Source: an optimization exercise on an open RTL-to-GDS flow (aim: small area, a short achievable clock period and few clock cycles per item). Production flows keep margins and buffers that such runs may drop.
The RTL was checked by simulation tests, not by an equivalence proof against the original design.
Power is estimated from default activity; no workload was simulated.

`flow/run.sh`:
```
#!/bin/bash
# synth_recipe.tcl (not shown) runs the flow's synth.tcl, then flattens the netlist and writes it again
# the make line also repeats each setting of config.mk as NAME=value (left out here)
make -C /OpenROAD-flow-scripts/flow DESIGN_CONFIG=/design/flow/config.mk WORK_HOME=/design/flow/orfs CLKGATE_MAP_FILE= SYNTH_SCRIPT=/design/flow/synth_recipe.tcl finish
```
`flow/config.mk`:
```
export PLATFORM = sky130hd
export DESIGN_NAME = stream_minhash_sketcher
export DESIGN_NICKNAME = stream_minhash_sketcher
export VERILOG_FILES = /design/flow/design.v
export SDC_FILE = /design/flow/constraint.sdc
export NUM_CORES = 4
export LEC_CHECK = 0
export CAP_MARGIN = 20
export CORE_MARGIN = 2
export CORE_UTILIZATION = 40
export SLEW_MARGIN = 20
```
`flow/constraint.sdc`:
```
create_clock -name core_clock -period 5.0 [get_ports {clk}]
set_input_delay 1.0000 -clock core_clock [delete_from_list [all_inputs] [get_ports {clk}]]
set_output_delay 1.0000 -clock core_clock [all_outputs]
set_load 0.01 [all_outputs]
```
`flow/design.v`:
```
module stream_minhash_sketcher #(
  parameter int unsigned SKETCH_SIZE         = 16,
  parameter int unsigned H1_WIDTH            = 32,
  parameter int unsigned H2_WIDTH            = 32,
  parameter int unsigned LOG2_NUM_OF_BUCKETS = 8,
  parameter int unsigned DEDUP               = 1,
  parameter int unsigned CNT_WIDTH           = 16
) (
  input  logic                                       clk,
  input  logic                                       reset_n,
  input  logic                                       in_valid,
  output logic                                       in_ready,
  input  logic [H1_WIDTH-1:0]                        in_h1,
  input  logic [H2_WIDTH-1:0]                        in_h2,
  input  logic                                       in_last,
  output logic                                       sketch_valid,
  input  logic                                       sketch_ready,
  output logic [SKETCH_SIZE*LOG2_NUM_OF_BUCKETS-1:0] sketch_bucket,
  output logic [SKETCH_SIZE*H1_WIDTH-1:0]            sketch_h1,
  output logic [$clog2(SKETCH_SIZE+1)-1:0]           sketch_count,
  output logic [CNT_WIDTH-1:0]                       kmer_count
);
  localparam int unsigned CW = $clog2(SKETCH_SIZE + 1);
  localparam int unsigned L  = LOG2_NUM_OF_BUCKETS;
  typedef enum logic {COLLECT, DONE} state_t;
  state_t               state, state_nxt;
  logic                 started;
  logic                 in_ready_d, sketch_valid_d;
  logic                 accept, clear, dup, insert;
  logic [SKETCH_SIZE-1:0] le, le_prev;
  logic [H1_WIDTH-1:0]  h1_q  [SKETCH_SIZE];
  logic [L-1:0]         bkt_q [SKETCH_SIZE];
  logic [H1_WIDTH-1:0]  h1_sh [SKETCH_SIZE];
  logic [L-1:0]         bkt_sh[SKETCH_SIZE];
  logic [H1_WIDTH-1:0]  h1_nxt [SKETCH_SIZE];
  logic [L-1:0]         bkt_nxt[SKETCH_SIZE];
  logic [CW-1:0]        count_q;
  logic [CNT_WIDTH-1:0] kmer_q;
  always_ff @(posedge clk or negedge reset_n) begin
    if (!reset_n) started <= 1'b0;
    else          started <= 1'b1;
  end
  always_ff @(posedge clk or negedge reset_n) begin
    if (!reset_n) state <= COLLECT;
    else          state <= state_nxt;
  end
  always_comb begin
    state_nxt    = state;
    in_ready_d     = 1'b0;
    sketch_valid_d = 1'b0;
    case (state)
      COLLECT: begin
        in_ready_d = started;
        if (in_valid && started && in_last) state_nxt = DONE;
      end
      DONE: begin
        sketch_valid_d = 1'b1;
        if (sketch_ready) state_nxt = COLLECT;
      end
      default: state_nxt = COLLECT;
    endcase
  end
  assign accept = in_valid & in_ready_d;
  assign clear  = sketch_valid_d & sketch_ready;
  always_comb begin
    dup = 1'b0;
    le  = '0;
    for (int unsigned i = 0; i < SKETCH_SIZE; i++) begin
      if (32'(count_q) > i) begin
        if (h1_q[i] == in_h1) dup = 1'b1;
        le[i] = (h1_q[i] <= in_h1);
      end
    end
    le_prev   = {le[SKETCH_SIZE-2:0], 1'b1};
    insert    = !((DEDUP != 0) && dup) && !le[SKETCH_SIZE-1];
    h1_sh[0]  = in_h1;
    bkt_sh[0] = in_h2[L-1:0];
    for (int unsigned i = 1; i < SKETCH_SIZE; i++) begin
      h1_sh[i]  = h1_q[i-1];
      bkt_sh[i] = bkt_q[i-1];
    end
    for (int unsigned i = 0; i < SKETCH_SIZE; i++) begin
      if (le[i]) begin
        h1_nxt[i]  = h1_q[i];
        bkt_nxt[i] = bkt_q[i];
      end else if (le_prev[i]) begin
        h1_nxt[i]  = in_h1;
        bkt_nxt[i] = in_h2[L-1:0];
      end else begin
        h1_nxt[i]  = h1_sh[i];
        bkt_nxt[i] = bkt_sh[i];
      end
    end
  end
  always_ff @(posedge clk or negedge reset_n) begin
    if (!reset_n) begin
      for (int unsigned i = 0; i < SKETCH_SIZE; i++) begin
        h1_q[i]  <= '1;
        bkt_q[i] <= '0;
      end
      count_q <= '0;
      kmer_q  <= '0;
    end else if (clear) begin
      for (int unsigned i = 0; i < SKETCH_SIZE; i++) begin
        h1_q[i]  <= '1;
        bkt_q[i] <= '0;
      end
      count_q <= '0;
      kmer_q  <= '0;
    end else if (accept) begin
      if (kmer_q != '1) kmer_q <= kmer_q + 1'b1;
      if (insert) begin
        for (int unsigned i = 0; i < SKETCH_SIZE; i++) begin
          h1_q[i]  <= h1_nxt[i];
          bkt_q[i] <= bkt_nxt[i];
        end
        if (count_q != CW'(SKETCH_SIZE)) count_q <= count_q + 1'b1;
      end
    end
  end
  for (genvar g = 0; g < SKETCH_SIZE; g++) begin : g_pack
    assign sketch_h1[g*H1_WIDTH +: H1_WIDTH] = h1_q[g];
    assign sketch_bucket[g*L +: L]           = bkt_q[g];
  end
  assign in_ready     = in_ready_d;
  assign sketch_valid = sketch_valid_d;
  assign sketch_count = count_q;
  assign kmer_count   = kmer_q;
endmodule
```
==> results.txt <==
routing by layer:
layer | part of all wire [%] | wire length (microns)
met1 | 43 | 81100
met2 | 44 | 84700
met3 | 8.5 | 16200
met4 | 4.5 | 8530
met5 | 0.0068 | 13
power by group through the flow:
stage	Clock [mW]	Sequential, mW	Combinational [mW]
global route	6.43	13.0	20.1
detailed placement	0	12.7	18.4
CTS	6.23	12.6	18.5
global placement	0	12.7	18.0
finish	6.14	12.8	18.5
floorplan	0	12.2	8.71
Yosys cell counts, types with 9 or more instances:
library cell | instances | share of area [%]
sky130_fd_sc_hd__a21oi_1 | 638 | 7.1
sky130_fd_sc_hd__mux2i_1 | 575 | 13
sky130_fd_sc_hd__ha_1 | 518 | 14
sky130_fd_sc_hd__dfstp_2 | 512 | 30
sky130_fd_sc_hd__nor2_1 | 360 | 3.0
sky130_fd_sc_hd__nor3_1 | 254 | 2.8
sky130_fd_sc_hd__clkbuf_1 | 243 | 2.0
sky130_fd_sc_hd__o21ai_0 | 192 | 2.1
sky130_fd_sc_hd__nand2_1 | 189 | 1.6
sky130_fd_sc_hd__dfrtp_1 | 151 | 8.4
sky130_fd_sc_hd__nand4_1 | 126 | 1.8
sky130_fd_sc_hd__nand3_1 | 114 | 1.3
sky130_fd_sc_hd__a211oi_1 | 113 | 1.9
sky130_fd_sc_hd__buf_2 | 84 | 0.94
sky130_fd_sc_hd__inv_1 | 70 | 0.59
sky130_fd_sc_hd__o31a_1 | 68 | 1.3
sky130_fd_sc_hd__o22ai_1 | 64 | 0.89
sky130_fd_sc_hd__nor2b_1 | 59 | 0.82
sky130_fd_sc_hd__a21o_1 | 55 | 0.92
sky130_fd_sc_hd__a31oi_1 | 35 | 0.49
sky130_fd_sc_hd__o211ai_1 | 23 | 0.38
sky130_fd_sc_hd__nor4_1 | 21 | 0.29
sky130_fd_sc_hd__a211oi_2 | 17 | 0.47
sky130_fd_sc_hd__buf_1 | 15 | 0.13
sky130_fd_sc_hd__a21boi_0 | 14 | 0.23
sky130_fd_sc_hd__and4_1 | 11 | 0.21
sky130_fd_sc_hd__o21a_1 | 9 | 0.15
final cells by class:
class                   instances  area, sq um  area share (%)
inverters                      70          263           0.446
well taps                    1488         1860            3.16
flip-flops and latches        663        17200            29.2
repair buffers               1049        10800            18.3
multi-input cells            3596        26100            44.3
clock inverters                20          189           0.321
clock buffers                 128         2510            4.26
placed cells by master, fill, tap and decap left out, types with 11 or more instances in the layout:
cell	count
sky130_fd_sc_hd__clkdlybuf4s50_1	705
sky130_fd_sc_hd__a21oi_1	638
sky130_fd_sc_hd__mux2i_1	575
sky130_fd_sc_hd__ha_1	518
sky130_fd_sc_hd__dfstp_2	512
sky130_fd_sc_hd__nor2_1	356
sky130_fd_sc_hd__nor3_1	253
sky130_fd_sc_hd__buf_4	253
sky130_fd_sc_hd__o21ai_0	191
sky130_fd_sc_hd__nand2_1	185
sky130_fd_sc_hd__dfrtp_1	151
sky130_fd_sc_hd__nand4_1	126
sky130_fd_sc_hd__nand3_1	113
sky130_fd_sc_hd__a211oi_1	113
sky130_fd_sc_hd__buf_12	89
sky130_fd_sc_hd__clkbuf_16	85
sky130_fd_sc_hd__inv_1	70
sky130_fd_sc_hd__o31a_1	68
sky130_fd_sc_hd__o22ai_1	63
sky130_fd_sc_hd__nor2b_1	59
sky130_fd_sc_hd__a21o_1	55
sky130_fd_sc_hd__a31oi_1	34
sky130_fd_sc_hd__o211ai_1	23
sky130_fd_sc_hd__clkbuf_8	22
sky130_fd_sc_hd__clkbuf_1	21
sky130_fd_sc_hd__nor4_1	20
sky130_fd_sc_hd__a211oi_2	16
sky130_fd_sc_hd__a21boi_0	14
sky130_fd_sc_hd__and4_1	11
sky130_fd_sc_hd__clkinv_2	11
critical path, stage by stage:
cell	delay (ns)
sky130_fd_sc_hd__clkdlybuf4s50_1	0.46
sky130_fd_sc_hd__buf_4	0.14
sky130_fd_sc_hd__inv_1	0.15
sky130_fd_sc_hd__buf_4	0.21
sky130_fd_sc_hd__ha_1	0.30
sky130_fd_sc_hd__and4_1	0.22
sky130_fd_sc_hd__nor4b_1	0.15
sky130_fd_sc_hd__buf_4	0.15
sky130_fd_sc_hd__nand3_1	0.10
sky130_fd_sc_hd__buf_4	0.18
sky130_fd_sc_hd__o211ai_1	0.11
sky130_fd_sc_hd__nor4_1	0.99
sky130_fd_sc_hd__buf_4	0.29
sky130_fd_sc_hd__and3_2	0.24
sky130_fd_sc_hd__buf_12	0.21
sky130_fd_sc_hd__nor2_1	0.06
sky130_fd_sc_hd__a211oi_1	0.24
state kept, by name (all words and copies together) (netlist names):
name / cells
h1_q: 512
bkt_q: 128
kmer_q: 16
count_q: 5
started: 1
state: 1
path summary, 6_finish.rpt:
path | start | endpoint | slack, ns
min in group core_clock | h1_q[10][9] | h1_q[11][9] | 0.51
worst max register to register | count_q[0] | bkt_q[2][3] | 0.58
max in group asynchronous | reset_n | kmer_q[12] | 3.45
worst min register to register | h1_q[10][9] | h1_q[11][9] | 0.51
worst min-delay path | reset_n | count_q[1] | 0.47
worst max-delay path | in_h1[22] | bkt_q[2][3] | 0.30
per-stage QoR:
step	utilization, %	TNS [ns]	worst slack, ns
finish	53.1	0	0.300
global route	53.1	0	0.288
CTS	53.1	0	0.456
detailed placement	50.7	-59.01	-0.232
global placement	50.7	-45.52	-0.199
floorplan	-	0	1.07
logic make-up (layout without fill, tap and decap cells):
logic type               Yosys count  count (layout)  share of synthesized area [%]
AND/OR/NAND/NOR                 1187            1187                           12.7
adder cells (fa/ha/maj)          518             518                           14.4
AO/OA/AOI/OAI                   1306            1306                           17.6
XOR/XNOR                           8               8                          0.156
flip-flops                       663             663                           38.4
multiplexers                     576             576                           12.9
other                              1               1                        0.00836
buffers and inverters            420            1267                           3.82
==> impl_metrics.json <==
{
  "result_of_the_run": "finished clean",
  "top_flip_flop_cell_by_instance_count_after_synthesis": "sky130_fd_sc_hd__dfstp_2",
  "net-switching-power_mw": 15.5,
  "grt_util_met1_pct": 42.7,
  "first_iter_violations": 3418,
  "synthArstFlopShare_pct": 100,
  "slew_headroom_pct": 12.6,
  "initial_core_util_pct": 40.4,
  "routed_wire_length_per_instance_microns": 27.2,
  "finalWorstPathRequiredPeriod_ns": 4.70,
  "synth_cell_types": 78,
  "syn-cell-area_sq_mm": 0.0449,
  "finalCritPeriodShare_pct": 94.0,
  "power_density_mw_per_mm2": 635,
  "met3_usage_pct": 6.97,
  "hold_viol": 0,
  "synthCells": 4679,
  "cts.hold.buffers_added": 0,
  "dieArea_sq_mm": 0.115,
  "worstSetupEndpointType": "register",
  "postPlaceCellArea_sq_mm": 0.0562,
  "r2r_cells": 10,
  "number_of_buffers_inserted_by_post_cts_setup_repair": 0,
  "worstPathRequired_ns": 5.56,
  "syn-mean-instance-area_sq_um": 9.59,
  "final_layout_size_suffix_gt1_share_pct": 19.0,
  "remaining_drc_errors": 0,
  "numPlacedInstances": 6866,
  "first_global_vias": 41161,
  "dieWidth_microns": 339,
  "route.vias.total": 42185,
  "tritonroute_pass_1_iters": 7,
  "grt_remaining_overflow": 0,
  "synth_seq_cells": 663,
  "routabilityCongestion": 0.953,
  "clock_share_of_power_pct": 16.4,
  "dp_hpwl_microns": 147000,
  "mappedNetlistNets": 5266,
  "global_route_wire_length_before_repair_microns": 278000,
  "synth.yosys.seq_area_share_pct": 38.4,
  "number_of_inserted_filler_cells_in_the_final_layout": 10119,
  "cap_viol_max_count": 0,
  "comb_power_share_pct": 49.5,
  "power_report.internal_total_mw": 21.9,
  "layout-area-overhead-vs-synth_pct": 31.3,
  "final_total_pwr_mw": 37.4,
  "postRouteAntennaNets": 0,
  "vias_per_cell": 6.01,
  "worstMarginPinSlew_ns": 1.30,
  "maxSlewViolCount": 0,
  "h-tree-depth": 3,
  "grt_antenna_before_repair": 3,
  "met2_layer_usage_reported_by_global_route_pct": 49.6,
  "maxClockFrequency_mhz": 213,
  "register_share_of_total_power_pct": 34.1,
  "final_net_count": 6048,
  "port_buffers": 707,
  "core_sq_mm": 0.111,
  "grt_util_all_layers_pct": 31.9,
  "chipHeight_microns": 339,
  "io_pins": 732,
  "post_cts.resized_instances": 0,
  "ir_drop_v": 0.000359,
  "largest_net_degree_at_the_start_of_global_routing": 106,
  "post-route-cell-area_sq_mm": 0.0589,
  "finalHoldWorstSlack_ns": 0.470,
  "worst_clock_skew_on_the_final_layout_ns": 0.0290,
  "clkSlewWorstSetupHoldPaths_ns": 0.06,
  "power_switching_share_pct": 41.5,
  "synth-edff-count": 0,
  "busiest_layer": "met2",
  "instances_no_fill": 7014,
  "synth-warning-count": 7,
  "worstPathArrival_ns": 5.26,
  "totalWireLength_microns": 190000,
  "setup_viol_count_final": 0,
  "clock-sinks": 663,
  "setup.worst_path.class": "in -> reg",
  "cts_buffers": 81,
  "rows": 122,
  "unrepaired_setup_endpoints_after_global_routing": "false",
  "clock_path_buffers": 3,
  "clk_latency_worst_skew_pair_ns": 0.67,
  "antenna_fix_cells": 0,
  "power.static_leakage_nw": 24.6,
  "worstPathMaxFanout": 42,
  "cts_root_buffer": "sky130_fd_sc_hd__clkbuf_16",
  "setup.worst_path.start_class": "primary input",
  "timing.hold.worst.class": "in -> async",
  "tritoncts": "done"
}
Testbench counts, summed over its fixed seeds: cycles 217,382, items 216,574.

-- static timing again, ports no longer ideal --
Ports are ideal in the flow. The routed layout listed here was re-timed in OpenROAD.
Step 1 assumes that a clkbuf_16 drives the clock port and a buf_2 every other input.
Step 2 adds t to the input delays and takes it off the output delays; t is the mean of the earliest and latest rising clock arrival at the registers after step 1. Input paths then give back, and output paths get back, about the clock's delay inside the block.
a / b / c = no drivers / after step 1 / after step 2; a / b = the first two.
t (ns): 0.734
slack for setup (ns): 0.300 / 0.354 / -0.380
latest minus earliest clock arrival (ns): 0.029 / 0.029
slew at the worst register clock pin (ns): 0.06 / 0.06
worst data-port slew with drivers (ns): 0.08
With both steps, setup timing fails in this run, where it was met with ideal ports. The setup slack of this run moves by +0.054 ns with the drivers and by -0.680 ns with both steps.
